This is an optimization exercise on Yosys and OpenROAD, whose aim is small area, a short achievable clock period and few clock cycles, not a production implementation. Power and IR drop assume default switching activity.

==> maple: inputs <==
==> flow/design.v (excerpt) <==
module mem_ctrl_top (
    input  logic        clk,
    input  logic        rst,
    output logic        ram_write,
    output logic [31:0] ram_addr,
    output logic [7:0]  ram_wdata,
    input  logic [7:0]  ram_rdata,
    input  logic        fetch_req,
    input  logic [31:0] fetch_pc,
    output logic        fetch_valid,
    output logic [31:0] fetch_inst,
    input  logic        load_req,
    input  logic [2:0]  load_op,
    input  logic [31:0] load_addr,
    output logic        load_valid,
    output logic [31:0] load_value,
    input  logic        commit_valid,
    input  logic [31:0] commit_addr,
    input  logic [31:0] commit_data,
    input  logic [1:0]  commit_size,
    output logic        buffer_full,
    input  logic        rollback
);
clock: 5.0 ns
lec_check: 0
cap_margin: 20
core_margin: 2
core_utilization: 40
setup_slack_margin: 2.5
slew_margin: 20
run.sh (not shown) runs the stock make flow with config.mk's settings and CLKGATE_MAP_FILE= SYNTH_SCRIPT=/design/flow/synth_recipe.tcl, a recipe that flattens the netlist after the stock synthesis.
==> inputs of fjord, as changes to maple <==
--- a/flow/design.v
+++ b/flow/design.v
@@ -132,11 +132,11 @@
         end
     end
     logic        st_cont, ld_cont, blk_e;
     logic        r0, r2, r3, r4, r5, s_go;
     logic        adv_wi, adv_wo;
-    logic        hit0, restart, inval, s_rst;
+    logic        hit0, lowmiss, restart, inval, s_rst;
     logic        cap_cmp, cap_cur3;
     logic [31:0] addr_inc;
     assign addr_inc = ram_addr + 32'd1;
     always_comb begin
         st_cont = busy && ram_write;
@@ -148,11 +148,12 @@
         s_go    = r2 || r5;
         adv_wi  = r2 && iss[3];
         adv_wo  = s_own && iss[4];
         hit0    = sv && !adv_q && (fetch_pc == fa);
         restart = fetch_req && !hit0;
-        r0      = restart && !busy && sb_empty;
+        lowmiss = !sv || adv_q || (fetch_pc[3:0] != fa[3:0]);
+        r0      = fetch_req && lowmiss && !busy && sb_empty;
         r4      = !busy && !r2 && sb_empty && load_pend && !r0;
         inval   = commit_valid && !fetch_req && (!s_own || rollback);
         s_rst   = restart || adv_wi || adv_wo || inval || r3 || r4;
         cap_cmp  = ret_v && !ret_ld && cmp_pend && (ret_pid == cmp_pid);
         cap_cur3 = ret_v && !ret_ld && !cap_cmp && (ret_pid == pid) && (ret_lane == 2'd3);
@@ -256,18 +257,18 @@
             st_data   <= {8'd0, st_data[23:8]};
         end
     end
     always_ff @(posedge clk) begin
         bus_pid <= r0 ? pid + 2'd1 : pid;
+        ram_addr <= addr_inc;
         if (r0) begin
             ram_addr  <= fetch_pc;
             bus_lane  <= 2'd0;
             bus_rem   <= 2'd0;
             bus_ld    <= 1'b0;
         end else if (busy) begin
             bus_lv    <= bus_lv && !rollback;
-            ram_addr  <= addr_inc;
             bus_lane  <= bus_lane + 2'd1;
             bus_rem   <= bus_rem - 2'd1;
         end else if (r3) begin
             ram_addr  <= hd_addr;
             bus_rem   <= hd_last;
@@ -276,11 +277,11 @@
             bus_lane  <= 2'd0;
             bus_rem   <= op_last(load_op_q);
             bus_ld    <= 1'b1;
             bus_lv    <= !rollback;
         end else if (s_go) begin
-            ram_addr  <= (iss[0] && !adv_q) ? fa : addr_inc;
+            if (iss[0] && !adv_q) ram_addr <= fa;
             bus_lane  <= {iss[2] || iss[3], iss[1] || iss[3]};
             bus_rem   <= 2'd0;
             bus_ld    <= 1'b0;
         end
     end
==> flow/flow/run.sh (new file) <==
#!/bin/bash
# Standard ORFS layout (the standard.sh) with smaller port buffers and
# larger clock-tree sink clusters without dummy loads.
export BUFFER_PORTS_ARGS="-buffer_cell sky130_fd_sc_hd__buf_2"
export CTS_ARGS="-sink_clustering_enable -repair_clock_nets -sink_clustering_size 25 -sink_clustering_max_diameter 80 -dont_use_dummy_load"
bash standard.sh > standard.log 2>&1
==> flow/standard.sh (new file) <==
#!/bin/bash
# synth_recipe.tcl (not shown) runs the flow's synth.tcl, then flattens the netlist and writes it again
# the make line also repeats each setting of config.mk as NAME=value (left out here)
make -C /OpenROAD-flow-scripts/flow DESIGN_CONFIG=/design/flow/config.mk WORK_HOME=/design/flow/orfs CLKGATE_MAP_FILE= SYNTH_SCRIPT=/design/flow/synth_recipe.tcl "${@:-finish}"
removed: flow/run.sh
==> run summary <==
metric	fjord	maple
Leak	9.925 nW	11.89 nW
Latest clock arrival within the worst-skew pair	0.58 ns	0.65 ns
Adder and majority cell fraction of the synthesized area	0.2404%	0.2343%
Non-clock buffers, area share	5.624%	11.20%
Switching Fraction	27.21%	27.70%
Clock-pin slew reported for the worst setup and hold paths after clock tree synthesis	0.09 ns	0.07 ns
Initial antenna violation count	22	13
Combined area of the multi-input logic cells	6066 sq um	6797 sq um
Library cells used by synthesis	77	63
Setup Slack @ Placement	1.697 ns	0.8209 ns
Result of the run	no timing/DRC/antenna violations	no timing/DRC/antenna violations
Non-filler instance count after layout	2,744	3,016
Chip Width	259.0 um	262.4 um
# fillers	5,708	5,350
Detailed-route wire length per cell	25.01 um	24.59 um
Worst endpoint data arrival time	2.91 ns	3.16 ns
Final critical path time including I/O delays and setup	2.467 ns	2.776 ns
Fraction of standard cell area in multi-input logic	20.83%	19.95%
No run of this note included a check of the RTL's function; only the layout flow was run.

[re-timing with driven ports]
How much do the figures lean on ideal ports? The routed layouts below were timed once more, with nothing changed but the port constraints.
Step 1 assumes that a clkbuf_16 drives the clock port and a buf_2 every other input.
Step 2 times the ports against the registers' clock, not the clock port: input delays grow and output delays shrink by t, the midpoint of the rising clock arrivals with the driver on.
Slacks: no drivers / after step 1 / after step 2; pairs: no drivers / after step 1.
run | t, ns | slack for setup (ns) | worst hold slack (ns) | worst setup path after step 2 | cell pins on the clock port's net
maple | 0.687 | 2.224 / 2.253 / 1.566 | 0.338 / 0.338 / 0.338 | input to register | 1
fjord | 0.609 | 2.533 / 2.524 / 1.935 | 0.327 / 0.327 / 0.327 | input to register | 1
After both steps every run listed still meets setup and hold. The setup slack of maple, which loses most, moves by +0.029 ns with the drivers and by -0.658 ns with both steps.
